What follows belongs to an exercise in optimizing a design on an open flow for small area, a short achievable clock period and few clock cycles per item; a production flow would make more cautious choices. No run shown here included a check of the RTL's function; only the layout flow was run. Power is estimated from default activity; no workload was simulated.

<file path="flow/config.mk">
export PLATFORM = sky130hd
export DESIGN_NAME = alu_top
export DESIGN_NICKNAME = alu_top
export VERILOG_FILES = /design/flow/design.v
export SDC_FILE = /design/flow/constraint.sdc
export NUM_CORES = 4
export LEC_CHECK = 0
export CAP_MARGIN = 20
export CORE_MARGIN = 2
export CORE_UTILIZATION = 40
export SLEW_MARGIN = 20
</file>
<file path="flow/constraint.sdc">
create_clock -name core_clock -period 6.0 [get_ports {clock}]
set_input_delay 1.2000 -clock core_clock [delete_from_list [all_inputs] [get_ports {clock}]]
set_output_delay 1.2000 -clock core_clock [all_outputs]
set_load 0.01 [all_outputs]
</file>
<file path="flow/design.v">
package alu_ops_pkg;
    localparam int DATA_W    = 32;
    localparam int HALF_W    = 16;
    localparam int BYTE_W    = 8;
    localparam int DIV_STEPS = 17;
    typedef enum logic [4:0] {
        NOP,
        OR,
        AND,
        EOR,
        ADD,
        SUB,
        CMP,
        ADDX,
        SUBX,
        MOVE,
        ASL,
        LSL,
        ROL,
        ROXL,
        ASR,
        LSR,
        ROR,
        ROXR,
        DIV
    } alu_op_e;
    typedef enum logic [1:0] {
        BYTE = 2'd0,
        WORD = 2'd1,
        LONG = 2'd2
    } alu_size_e;
    typedef struct packed {
        alu_op_e           op;
        alu_size_e         size;
        logic              div_signed;
        logic [DATA_W-1:0] operand1;
        logic [DATA_W-1:0] operand2;
    } alu_req_t;
    function automatic logic size_msb(input logic [DATA_W-1:0] data, input logic [1:0] size);
        case (size)
            BYTE:    size_msb = data[BYTE_W-1];
            WORD:    size_msb = data[HALF_W-1];
            default: size_msb = data[DATA_W-1];
        endcase
    endfunction
    function automatic logic size_zero(input logic [DATA_W-1:0] data, input logic [1:0] size);
        case (size)
            BYTE:    size_zero = data[BYTE_W-1:0] == '0;
            WORD:    size_zero = data[HALF_W-1:0] == '0;
            default: size_zero = data == '0;
        endcase
    endfunction
endpackage
package alu_flags_pkg;
    typedef struct packed {
        logic x;
        logic n;
        logic z;
        logic v;
        logic c;
    } alu_ccr_t;
    typedef struct packed {
        logic [15:0] remainder;
        logic [15:0] quotient;
    } alu_div_word_t;
    typedef union packed {
        logic [31:0] long_word;
        alu_div_word_t     div;
    } alu_result_u;
    typedef struct packed {
        alu_result_u result;
        alu_ccr_t    ccr;
    } alu_unit_out_t;
    typedef struct packed {
        logic        done;
        logic        trap;
        logic        overflow;
        logic        zero_div;
        alu_result_u result;
    } alu_div_status_t;
endpackage
`timescale 1ns/1ps
module alu_pfx_add #(
    parameter int N = 32
) (
    input  logic [N-1:0] a,
    input  logic [N-1:0] b,
    input  logic         cin,
    output logic [N-1:0] sum,
    output logic [N:0]   carry     
);
    logic [N-1:0] g0, p0;
    logic [N-1:0] gg, pp;
    always_comb begin
        g0 = a & b;
        p0 = a ^ b;
        gg = g0;
        pp = p0;
        for (int l = 0; (1 << l) < N; l++) begin
            for (int i = N - 1; i >= 0; i--) begin
                if ((i >> l) & 1) begin
                    int j;
                    j = ((i >> l) << l) - 1;
                    gg[i] = gg[i] | (pp[i] & gg[j]);
                    pp[i] = pp[i] & pp[j];
                end
            end
        end
        carry[0] = cin;
        for (int i = 0; i < N; i++) carry[i+1] = gg[i] | (pp[i] & cin);
        sum = p0 ^ carry[N-1:0];
    end
endmodule
`timescale 1ns/1ps
module alu_divider
(
    input  logic        clock,
    input  logic        reset_n,
    input  logic        div_req,
    input  logic        div_signed,
    input  logic [31:0] dividend,
    input  logic [15:0] divisor,
    output logic        div_ready,
    output logic        zero_div,     
    output logic        collect,      
    output logic        overflow,     
    output logic [31:0] div_word,     
    output logic        quo_n,        
    output logic        quo_z         
);
    function automatic logic [31:0] cneg32(input logic [31:0] x, input logic en);
        logic seen;
        seen = 1'b0;
        for (int i = 0; i < 32; i++) begin
            cneg32[i] = x[i] ^ (en & seen);
            seen      = seen | x[i];
        end
    endfunction
    function automatic logic [15:0] cneg16(input logic [15:0] x, input logic en);
        logic seen;
        seen = 1'b0;
        for (int i = 0; i < 16; i++) begin
            cneg16[i] = x[i] ^ (en & seen);
            seen      = seen | x[i];
        end
    endfunction
    logic        pending;
    logic        busy;
    logic [2:0]  cnt;
    logic [15:0] rem_q;
    logic [15:0] quo_q;
    logic [15:0] dvs_q;     
    logic        dcin_q;    
    logic        signed_q;
    logic        quo_neg_q;
    logic        rem_neg_q;
    logic        ovf_q;
    logic        start;
    logic        a_neg;
    logic        d_neg;
    logic [31:0] a_abs;
    logic [15:0] dvs_in;
    logic        dcin_in;
    assign div_ready = !busy;
    assign zero_div  = div_req && !pending && (divisor == 16'd0);
    assign start     = div_req && !pending && (divisor != 16'd0);
    assign collect   = div_req && pending;
    assign a_neg   = div_signed && dividend[31];
    assign d_neg   = div_signed && divisor[15];
    assign a_abs   = cneg32(dividend, a_neg);
    assign dvs_in  = d_neg ? divisor : ~divisor;
    assign dcin_in = !d_neg;
    logic [16:0] ovf_sum;
    logic [17:0] ovf_c;
    alu_pfx_add #(.N(17)) u_ovf (
        .a     ({1'b0, a_abs[31:16]}),
        .b     ({1'b1, dvs_in}),
        .cin   (dcin_in),
        .sum   (ovf_sum),
        .carry (ovf_c)
    );
    logic [16:0] t1, t2, s1, s2;
    logic [17:0] c1, c2;
    logic [15:0] r1, r2;
    logic        q1, q2;
    assign t1 = {rem_q, quo_q[15]};
    alu_pfx_add #(.N(17)) u_s1 (
        .a     (t1),
        .b     ({1'b1, dvs_q}),
        .cin   (dcin_q),
        .sum   (s1),
        .carry (c1)
    );
    assign q1 = c1[17];
    assign r1 = q1 ? s1[15:0] : t1[15:0];
    assign t2 = {r1, quo_q[14]};
    alu_pfx_add #(.N(17)) u_s2 (
        .a     (t2),
        .b     ({1'b1, dvs_q}),
        .cin   (dcin_q),
        .sum   (s2),
        .carry (c2)
    );
    assign q2 = c2[17];
    assign r2 = q2 ? s2[15:0] : t2[15:0];
    always_ff @(posedge clock or negedge reset_n) begin
        if (!reset_n) begin
            pending <= 1'b0;
            busy    <= 1'b0;
        end else begin
            if (start) begin
                pending <= 1'b1;
                busy    <= 1'b1;
            end else begin
                if (collect) pending <= 1'b0;
                if (cnt == 3'd7) busy <= 1'b0;
            end
        end
    end
    always_ff @(posedge clock) begin
        if (start) begin
            cnt       <= 3'd0;
            rem_q     <= a_abs[31:16];
            quo_q     <= a_abs[15:0];
            dvs_q     <= dvs_in;
            dcin_q    <= dcin_in;
            signed_q  <= div_signed;
            quo_neg_q <= a_neg ^ d_neg;
            rem_neg_q <= a_neg;
            ovf_q     <= ovf_c[17];
        end else if (busy) begin
            cnt   <= cnt + 3'd1;
            rem_q <= r2;
            quo_q <= {quo_q[13:0], q1, q2};
        end
    end
    logic quo_nz;
    assign quo_nz   = quo_q != 16'd0;
    assign overflow = ovf_q | (signed_q & (quo_neg_q ? (quo_q[15] & (quo_q[14:0] != 15'd0))
                                                     : quo_q[15]));
    assign quo_n    = quo_neg_q ? quo_nz : quo_q[15];
    assign quo_z    = !quo_nz;
    assign div_word = {cneg16(rem_q, rem_neg_q), cneg16(quo_q, quo_neg_q)};
endmodule
`timescale 1ns/1ps
module alu_top
(
    input  logic        clock,
    input  logic        reset_n,
    input  logic [4:0]  op,
    input  logic [1:0]  size,
    input  logic        div_signed,
    input  logic [31:0] operand1,
    input  logic [31:0] operand2,
    output logic [31:0] result,
    output logic [4:0]  ccr,
    output logic        div_trap,
    output logic        div_ready
);
    logic [31:0] a, b;
    logic        x_q, n_q, z_q, v_q, c_q;
    assign a   = operand1;
    assign b   = operand2;
    assign ccr = {x_q, n_q, z_q, v_q, c_q};
    logic op_or, op_and, op_eor, op_add, op_sub, op_cmp, op_addx, op_subx, op_move;
    logic op_asl, op_lsl, op_rol, op_roxl, op_asr, op_lsr, op_ror, op_roxr, op_div;
    assign op_or   = op == 5'd1;
    assign op_and  = op == 5'd2;
    assign op_eor  = op == 5'd3;
    assign op_add  = op == 5'd4;
    assign op_sub  = op == 5'd5;
    assign op_cmp  = op == 5'd6;
    assign op_addx = op == 5'd7;
    assign op_subx = op == 5'd8;
    assign op_move = op == 5'd9;
    assign op_asl  = op == 5'd10;
    assign op_lsl  = op == 5'd11;
    assign op_rol  = op == 5'd12;
    assign op_roxl = op == 5'd13;
    assign op_asr  = op == 5'd14;
    assign op_lsr  = op == 5'd15;
    assign op_ror  = op == 5'd16;
    assign op_roxr = op == 5'd17;
    assign op_div  = op == 5'd18;
    logic is_logic, is_arith, is_left, is_right, is_shift, subtract, extended;
    assign is_logic = op_or | op_and | op_eor | op_move;
    assign is_arith = op_add | op_sub | op_cmp | op_addx | op_subx;
    assign is_left  = op_asl | op_lsl | op_rol | op_roxl;
    assign is_right = op_asr | op_lsr | op_ror | op_roxr;
    assign is_shift = is_left | is_right;
    assign subtract = op_sub | op_cmp | op_subx;
    assign extended = op_addx | op_subx;
    logic sz_b, sz_w, sz_l;
    assign sz_b = size == 2'd0;
    assign sz_w = size == 2'd1;
    assign sz_l = size[1];
    logic        cin;
    logic [31:0] bx;
    logic [31:0] sum;
    logic [32:0] carry;
    assign cin = subtract ^ (extended & x_q);
    assign bx  = b ^ {32{subtract}};
    alu_pfx_add #(.N(32)) u_add (
        .a     (a),
        .b     (bx),
        .cin   (cin),
        .sum   (sum),
        .carry (carry)
    );
    logic [31:0] zk, zbit;
    logic        zs_b, zs_w, zs_l, zsum;
    assign zk   = {a[30:0] | bx[30:0], cin};
    assign zbit = ~(a ^ bx ^ zk);
    assign zs_b = &zbit[7:0];
    assign zs_w = zs_b & (&zbit[15:8]);
    assign zs_l = zs_w & (&zbit[31:16]);
    assign zsum = (sz_b & zs_b) | (sz_w & zs_w) | (sz_l & zs_l);
    logic sn, sc, sv;
    assign sn = (sz_b & sum[7]) | (sz_w & sum[15]) | (sz_l & sum[31]);
    assign sc = (sz_b & carry[8]) | (sz_w & carry[16]) | (sz_l & carry[32]);
    assign sv = (sz_b & (carry[8] ^ carry[7])) | (sz_w & (carry[16] ^ carry[15]))
              | (sz_l & (carry[32] ^ carry[31]));
    logic        dm;
    logic        lbit, rbit;
    logic [31:0] nres;
    assign dm   = (sz_b & a[7]) | (sz_w & a[15]) | (sz_l & a[31]);
    assign lbit = (op_rol & dm) | (op_roxl & x_q);
    assign rbit = (op_asr & dm) | (op_ror & a[0]) | (op_roxr & x_q);
    always_comb begin
        if (is_left) begin
            nres = {a[30:0], lbit};
        end else if (is_right) begin
            nres = {1'b0, a[31:1]};
            if (sz_b) nres[7]  = rbit;
            if (sz_w) nres[15] = rbit;
            if (sz_l) nres[31] = rbit;
        end else if (op_or) begin
            nres = a | b;
        end else if (op_and) begin
            nres = a & b;
        end else if (op_eor) begin
            nres = a ^ b;
        end else begin
            nres = a;
        end
    end
    logic nn, nz;
    assign nn = (sz_b & nres[7]) | (sz_w & nres[15]) | (sz_l & nres[31]);
    assign nz = (sz_b & (nres[7:0] == 8'd0)) | (sz_w & (nres[15:0] == 16'd0))
              | (sz_l & (nres == 32'd0));
    logic        dv_zero_div, dv_collect, dv_overflow, dv_n, dv_z;
    logic [31:0] dv_word;
    alu_divider u_div (
        .clock      (clock),
        .reset_n    (reset_n),
        .div_req    (op_div),
        .div_signed (div_signed),
        .dividend   (a),
        .divisor    (b[15:0]),
        .div_ready  (div_ready),
        .zero_div   (dv_zero_div),
        .collect    (dv_collect),
        .overflow   (dv_overflow),
        .div_word   (dv_word),
        .quo_n      (dv_n),
        .quo_z      (dv_z)
    );
    always_ff @(posedge clock or negedge reset_n) begin
        if (!reset_n) begin
            result   <= 32'd0;
            x_q      <= 1'b0;
            n_q      <= 1'b0;
            z_q      <= 1'b0;
            v_q      <= 1'b0;
            c_q      <= 1'b0;
            div_trap <= 1'b0;
        end else begin
            if (is_logic) begin
                result <= nres;
                n_q    <= nn;
                z_q    <= nz;
                v_q    <= 1'b0;
                c_q    <= 1'b0;
            end
            if (is_arith) begin
                if (!op_cmp) result <= sum;
                n_q <= sn;
                z_q <= extended ? (z_q & zsum) : zsum;
                v_q <= sv;
                c_q <= sc ^ subtract;
                if (!op_cmp) x_q <= sc ^ subtract;
            end
            if (is_left) begin
                result <= nres;
                n_q    <= nn;
                z_q    <= nz;
                v_q    <= op_asl & (nn ^ dm);
                c_q    <= dm;
                if (!op_rol) x_q <= dm;
            end
            if (is_right) begin
                result <= nres;
                n_q    <= nn;
                z_q    <= nz;
                v_q    <= 1'b0;
                c_q    <= a[0];
                if (!op_ror) x_q <= a[0];
            end
            if (dv_zero_div) begin
                div_trap <= 1'b1;
                n_q      <= 1'b0;
                z_q      <= 1'b0;
                v_q      <= 1'b0;
                c_q      <= 1'b0;
            end
            if (dv_collect) begin
                div_trap <= dv_overflow;
                n_q      <= dv_overflow | dv_n;
                z_q      <= !dv_overflow & dv_z;
                v_q      <= dv_overflow;
                c_q      <= 1'b0;
                if (!dv_overflow) result <= dv_word;
            end
        end
    end
endmodule
</file>
<file path="flow/run.sh">
#!/bin/bash
# synth_recipe.tcl (not shown) runs the flow's synth.tcl, then flattens the netlist and writes it again
# the make line also repeats each setting of config.mk as NAME=value (left out here)
make -C /OpenROAD-flow-scripts/flow DESIGN_CONFIG=/design/flow/config.mk WORK_HOME=/design/flow/orfs CLKGATE_MAP_FILE= SYNTH_SCRIPT=/design/flow/synth_recipe.tcl finish
</file>
==> results of run 1 <==
[routing by layer]
metal,global-route usage (%),part of all wire [%],up-vias
met5,0,0,-
met1,39.2,42,6752
met4,14.6,5.6,0
met3,3.69,7.6,156
met2,47.6,44,724
li1,-,-,6403
[power by group through the flow]
stage               clock [mW]  combinational [mW]  sequential, mW
global route             0.651                3.69            1.23
floorplan                    0                2.29            1.17
global placement             0                3.23            1.22
CTS                      0.621                3.29            1.21
detailed placement           0                3.26            1.22
finish                   0.624                3.35            1.21
[layout by cell type (no fill, tap or decap), types with 9 or more instances in the layout]
cell / instances
a211oi_1: 32
a21o_1: 31
a21oi_1: 89
a221o_1: 10
a221oi_1: 11
a22oi_1: 14
a31oi_1: 17
and3_1: 10
buf_4: 71
clkbuf_16: 9
clkdlybuf4s50_1: 109
dfrtp_1: 40
edfxtp_1: 53
ha_1: 177
inv_1: 116
mux2_2: 13
mux2i_1: 52
nand2_1: 130
nand2b_1: 16
nand3_1: 26
nor2_1: 93
nor2b_1: 10
nor3_1: 53
nor4_1: 18
o211ai_1: 20
o21a_1: 17
o21ai_0: 111
o221ai_1: 9
o22ai_1: 16
o31ai_1: 21
or3_1: 14
or4_1: 14
xnor2_1: 145
xor2_1: 43
[logic make-up after synthesis]
family	Yosys count
xor gates and xnor gates	188
adders and majority gates	180
and+or+nand+nor	439
DFF	96
buffers and inverters	214
AOI/OAI and AO/OA	504
muxes	65
[worst max-delay path, stage by stage (launching register included)]
cell and delay, ns:
edfxtp_1 0.53, ha_1 0.39, o21ai_0 0.14, o21a_1 0.26, or3_1 0.46, a31oi_1 0.44, o41a_1 0.25, buf_4 0.16
mux2_2 0.36, ha_1 0.34, o21ai_0 0.26, o21a_1 0.20, o31a_1 0.24, a21oi_1 0.12, a221o_1 0.33, a211o_1 0.37
nor2_1 0.19, buf_4 0.26, a221oi_1 0.11
[sequential cells by signal, summed over array words and instances, names as in the netlist]
| name | count |
|---|---|
| c_q | 1 |
| u_div.dvs_q | 16 |
| n_q | 1 |
| u_div.signed_q | 1 |
| x_q | 1 |
| result | 32 |
| u_div.cnt | 3 |
| v_q | 1 |
| u_div.busy | 1 |
| z_q | 1 |
| u_div.rem_q | 16 |
| u_div.dcin_q | 1 |
| u_div.quo_q | 16 |
| u_div.rem_neg_q | 1 |
| u_div.ovf_q | 1 |
| u_div.quo_neg_q | 1 |
| div_trap | 1 |
| u_div.pending | 1 |
[path summary, 6_finish.rpt]
kind                       cells past startpoint            from  slack, ns              to
setup / recovery                              18  u_div.rem_q[0]       0.30  u_div.rem_q[0]
hold / removal                                 2    u_div.cnt[1]       0.50    u_div.cnt[1]
setup reg to reg                              18  u_div.rem_q[0]       0.30  u_div.rem_q[0]
hold reg to reg                                2    u_div.cnt[1]       0.50    u_div.cnt[1]
max in group asynchronous                      2         reset_n       4.59      result[26]
min in group asynchronous                      2         reset_n       0.92        div_trap
[layout make-up]
class                           count  area share (%)
Inverter                          117            2.76
Multi-Input combinational cell   1376            64.7
Timing Repair Buffer              185            10.6
Sequential cell                    96            16.7
Clock inverter                      7           0.386
Clock buffer                        9            1.42
Tap cell                          448            3.53
[what timing repair did]
action,in CTS,in global routing
hold buffers,0,0
buffers inserted,0,4
endpoints found under the setup margin,0,12
endpoints found under the hold margin,0,0
==> run_results.csv, run 1 <==
group,metric,value,unit
cts,clk_pin_slew,0.08,ns
cts,cts.htree.levels,3,
sta,relSlewSlack,27.1,%
pwr,p_clk_share,12.0,%
placement,placed_area,15600,um2
final_layout,drive_gt1_share,7.54,%
min_path,hp-class,"flop to flop",
final_layout,stdcell_count,2238,
global_route,grt_antenna_before_repair,0,
pwr,p_sw_share,45.8,%
synthesis,synth_edf_count,53,
synthesis,synth_simple_gate_area_share,16.0,%
synthesis,ys_seq_elements,96,
detailed_routing,post-route-drc-count,0,
global_route,grt_pass1_vias,13200,
synthesis,synth_nets,1940,
sta,hold_viol,0,
synthesis,muxShareOfSynthArea,4.85,%
detailed_routing,vias_per_cell,6.27,
sta,finalSetupTns,0,ns
final_layout,stdcell_area,15900,um2
synthesis,synth_largest_area_cell,"ha_1",
die,num_io_pins,113,
worst_setup_path,path_class,"flop to flop",
synthesis,yosysWarnings,4,
pwr,p_int,2.81,mW
synthesis,netlist_instances,1686,
die,die_y,189,um
pwr,combPwrFrac,64.6,%
pwr,p_seq_share,23.3,%
die,rows,67,
pwr,power_density,326,nW/um2
detailed_routing,totalWireLength,54200,um
sta,final-setup-viol-count,0,
sta,finalCritPeriodShare,95.0,%
synthesis,synthTopCellsByCount,"ha_1, xnor2_1, nand2_1",
cts,clk_path_buf_depth,2,
synthesis,synthXorXnorAreaFrac,12.0,%
cts,clock-sinks,96,
detailed_routing,first_pass_iters,7,
final_layout,multi_input_area,10300,um2
placement,place_inst,2218,
final_layout,seq_area,2650,um2
detailed_routing,vias,14000,
worst_setup_path,worstPathMaxFanout,10,
cts,worstSkewPairLatency,0.38,ns
placement,preCtsSetupSlack,0.250,ns
global_route,grt_max_degree,47,
final_layout,antenna_cells,0,
synthesis,synth_most_common_cell,"ha_1",
sta,finalCriticalPeriod,5.70,ns
sta,timing_worst_slew_pin_value,1.07,ns
synthesis,ys_seq_area_share,19.3,%
sta,whs,0.502,ns
synthesis,synth_compound_area_share,25.1,%
die,die_w,189,um
die,fp.dieArea,35900,um2
sta,max_freq,0.176,GHz
pwr,ir_drop,0.000240,V
final_layout,fillers,3359,
synthesis,synthArstFlopShare,41.7,%
final_layout,utilization,47.2,%
synthesis,syn-cell-area,13800,um2
worst_setup_path,worstPathRequired,6.09,ns
synthesis,synth.distinct_cells,90,
synthesis,ys.flop_type,"edfxtp_1",
cts,root_buffer,"clkbuf_16",
die,core-area,33700,um2
flow_run,drv_cap,0,
synthesis,avgSynthCellArea,8.16,um2
pwr,leakagePower,6.63,nW
synthesis,netlist.area_leader.share,16.1,%
sta,final_max_slew_viol_count,0,
placement,dp_hpwl,41800,um
detailed_routing,first_iter_violations,1665,
detailed_routing,ant_nets,0,
worst_setup_path,critPathArrivalTime,5.79,ns
synthesis,synthAdderAreaFrac,16.5,%
placement,gp_congestion,0.986,
placement,port-buffer-count,112,
pwr,p_sw,2.38,mW
pwr,p_total,5.19,mW
synthesis,synth_top_family_by_area,"compound AO/OA/AOI/OAI gates",
cts,tritoncts,"done",
synthesis,synth_area_leaders,"ha_1, edfxtp_1, xnor2_1, dfrtp_1, o21ai_0",
global_route,overflow,0,
global_route,grt_usage,29.6,%
worst_setup_path,crit_path_start_kind,"flop",
final_layout,area_growth,15.6,%
sta,rsz0062_at_grt,"false",
detailed_routing,drt-wirelength-per-cell,24.2,um
die,initial_utilization,40.8,%
status,status,"no timing/DRC/antenna violations",
cts,cts_resized,0,
final_layout,num-nets-final,2039,
cts,cts_made_buffers,9,
sta,clock_skew,0.0156,ns
sta,worst_slack,0.302,ns
global_route,grt_first_pass_wirelength,81100,um
worst_setup_path,crit_path_end_kind,"flop",
==> inputs of run 2 (changes only) <==
--- a/flow/config.mk
+++ b/flow/config.mk
@@ -5,7 +5,9 @@
 export SDC_FILE = /design/flow/constraint.sdc
 export NUM_CORES = 4
 export LEC_CHECK = 0
+export ABC_AREA = 1
 export CAP_MARGIN = 20
 export CORE_MARGIN = 2
 export CORE_UTILIZATION = 40
+export SETUP_SLACK_MARGIN = 1.5
 export SLEW_MARGIN = 20
==> run_results.csv, run 2 <==
group,metric,value,unit
status,status,"no timing/DRC/antenna violations",
sta,hold_viol,0,
sta,timing_worst_slew_pin_value,1.14,ns
min_path,hp-class,"flop to flop",
pwr,ir_drop,0.000375,V
final_layout,final_common_cell,"nand2_1",
detailed_routing,drt-wirelength-per-cell,22.2,um
sta,worst_slack,1.35,ns
final_layout,drive_gt1_share,18.2,%
global_route,grt_usage,32.2,%
worst_setup_path,path_class,"flop to flop",
synthesis,ys_seq_elements,96,
worst_setup_path,worst_r2r_path_depth,34,
worst_setup_path,path_depth,34,
worst_setup_path,critPathArrivalTime,4.75,ns
flow_run,drv_cap,0,
sta,final-setup-viol-count,0,
synthesis,synth_most_common_cell,"nand2_1",
global_route,overflow,0,
global_route,grt_first_pass_wirelength,87100,um
die,die_w,188,um
worst_setup_path,worstPathRequired,6.10,ns
worst_setup_path,timing.rr.end,"u_div.rem_q[7]",
sta,max_freq,0.215,GHz
cts,cts.htree.levels,3,
worst_setup_path,worstPathMaxFanout,6,
worst_setup_path,critPathMaxStageDelay,0.46,ns
detailed_routing,first_iter_violations,1215,
synthesis,netlist.area_leader.share,16.3,%
placement,port-buffer-count,112,
synthesis,ys_seq_area_share,19.5,%
worst_setup_path,startpoint,"u_div.dvs_q[11]",
synthesis,ys.flop_type,"edfxtp_1",
synthesis,synth_nets,2235,
final_layout,antenna_cells,0,
sta,finalCritPeriodShare,77.5,%
die,die_y,188,um
synthesis,synth_edf_count,53,
global_route,grt_antenna_before_repair,0,
synthesis,synthTopCellsByCount,"nand2_1, inv_1, ha_1",
cts,cts_made_buffers,9,
worst_setup_path,crit_path_end_kind,"flop",
placement,dp_hpwl,43300,um
final_layout,top_register,"result",
cts,clk_path_buf_depth,2,
synthesis,yosysWarnings,4,
global_route,grt_max_degree,51,
die,core-area,33400,um2
synthesis,synth.distinct_cells,70,
worst_setup_path,crit_end,"u_div.rem_q[7]",
sta,finalCriticalPeriod,4.65,ns
detailed_routing,highest-signal-layer,"met4",
synthesis,syn-cell-area,13600,um2
synthesis,synthArstFlopShare,41.7,%
final_layout,seq_area,2650,um2
worst_setup_path,rr_startpoint,"u_div.dvs_q[11]",
detailed_routing,vias_per_cell,5.78,
detailed_routing,wl_met2,27800,um
die,num_io_pins,113,
worst_setup_path,crit_slowest_cell,"edfxtp_1",
detailed_routing,post-route-drc-count,0,
worst_setup_path,cp_num_buf_inv,4,
cts,worstSkewPairLatency,0.37,ns
global_route,grt_pass1_vias,15000,
final_layout,num-nets-final,2440,
detailed_routing,first_pass_iters,5,
final_layout,multi_input_area,10500,um2
worst_setup_path,crit_path_start_kind,"flop",
final_layout,fillers,3232,
worst_setup_path,rrSetupSlack,1.35,ns
detailed_routing,vias,15300,
sta,relSlewSlack,23.9,%
pwr,leakagePower,8.14,nW
sta,rsz0062_at_grt,"true",
cts,root_buffer,"clkbuf_16",
placement,gp_congestion,0.966,
cts,tritoncts,"done",
detailed_routing,m1WireLength,22700,um
detailed_routing,totalWireLength,58600,um
synthesis,netlist_instances,1981,
final_layout,area_growth,28.9,%
final_layout,layout_common_cells,"nand2_1, inv_1, ha_1, buf_4, o21ai_0",
sta,final_max_slew_viol_count,0,
detailed_routing,wl_met3,3950,um
die,initial_utilization,40.6,%
placement,preCtsSetupSlack,0.453,ns
pwr,power_density,355,nW/um2
cts,clk_pin_slew,0.08,ns
detailed_routing,ant_nets,0,
synthesis,avgSynthCellArea,6.86,um2
cts,clock-sinks,96,
worst_setup_path,crit_family,"simple AND/OR/NAND/NOR gates",
cts,cts_hold_buf,0,
synthesis,synth_area_leaders,"ha_1, edfxtp_1, nand2_1, dfrtp_1, xor2_1",
worst_setup_path,cp_common_cell,"nand2_2",
synthesis,synth_largest_area_cell,"ha_1",
sta,finalSetupTns,0,ns
die,fp.dieArea,35500,um2
final_layout,largest_register_ff_count,32,
sta,clock_skew,0.0124,ns
die,rows,67,
==> run 2: cell count changes in the layout (fill, tap and decap cells not counted), sizes merged, moves of 54 or more <==
cell	before	now
buf	76	159
inv	120	266
nand2	131	426
nand3	26	106
nor2	95	149
o21ai	114	192
xnor2	145	27
xor2	43	106
==> run 2: where the power goes <==
group | internal (mW) | switching (mW)
Sequential | 1.00 | 0.191
Combinational | 2.01 | 2.43
Clock | 0.316 | 0.280
Total | 3.32 | 2.90
==> run 2: worst min path at each step <==
| stage | depth (start not counted) | endpoint | from |
|---|---|---|---|
| finish | 2 | u_div.cnt[2] | u_div.cnt[2] |
| global route | 2 | u_div.cnt[1] | u_div.cnt[1] |
| global placement | 2 | u_div.cnt[2] | u_div.cnt[2] |
| detailed placement | 2 | u_div.cnt[2] | u_div.cnt[2] |
| CTS | 2 | u_div.cnt[2] | u_div.cnt[2] |
| floorplan | 2 | u_div.cnt[2] | u_div.cnt[2] |
==> run 2: cells by family (layout without fill, tap and decap cells) <==
logic type	Yosys count	count (layout)	share of synthesized area, %
simple gates	765	766	25.1
compound gates	460	460	20.1
buf+inv	346	555	9.85
fa+ha+maj	180	180	16.7
xor+xnor	133	133	8.58
mux	1	1	0.0737
flops	96	96	19.5
==> run 2: what timing repair did <==
item | 4_1_cts | 5_1_grt
cloned | 4 | 0
gates resized for setup | 104 | 145
setup endpoints to repair | 49 | 45
pin swaps | 39 | 61
setup buffers | 72 | 32
==> run 2: final cells by class <==
cell class	instances	share of cell area, %
clock inverters	4	0.157
flip-flops and latches	96	15.2
repair buffers	268	13.9
inverters	271	5.91
well taps	448	3.20
multi-input cells	1540	60.1
clock buffers	12	1.52
==> run 2: per-layer routing <==
metal / global-route usage, % / vias up
met5: 0 / -
met2: 55.8 / 704
met4: 18.3 / 0
met1: 38.3 / 7233
li1: - / 7100
met3: 4.40 / 215
==> run 2: worst min-delay path, cell delays in order (launching register included) <==
cell,delay [ns]
dfxtp_1,0.32
nand2_1,0.06
a21oi_1,0.05
==> run 2: through the flow <==
step	std cells	area, um2	power, mW	util (%)	hold slack (ns)
detailed placement	2515	15300	4.18	45.8	0.473
CTS	2607	16700	5.63	50.0	0.482
global route	2639	17500	6.68	52.3	0.515
global placement	2515	15300	4.12	45.8	0.452
floorplan	1981	13600	3.21	-	0.445
finish	2639	17500	6.22	52.3	0.477

re-timing with driven ports:
In the flow no input, the clock included, has a driving cell. The finished layouts below were timed again as built, in two steps. Step 1 sets driving cells, clkbuf_16 on the clock port and buf_2 on the other inputs (assumed; they add their load-dependent delay and slew). Step 2 adds t to the input delays and takes it off the output delays; t is the mean of the earliest and latest rising clock arrival at the registers after step 1. Input paths then give back, and output paths get back, about the clock's delay inside the block. Three values: ideal ports, drivers, drivers and shift; two values: the first two.
| run | t, ns | setup WS [ns] | latest minus earliest clock arrival (ns) |
|---|---|---|---|
| run 1 | 0.418 | 0.302 / 0.302 / 0.191 | 0.015 / 0.016 |
| run 2 | 0.409 | 1.351 / 1.351 / 1.222 | 0.012 / 0.012 |
After both steps setup and hold are still met in every run listed. The setup slack of run 2, which loses most, moves by 0.000 ns with the drivers and by -0.129 ns with both steps.
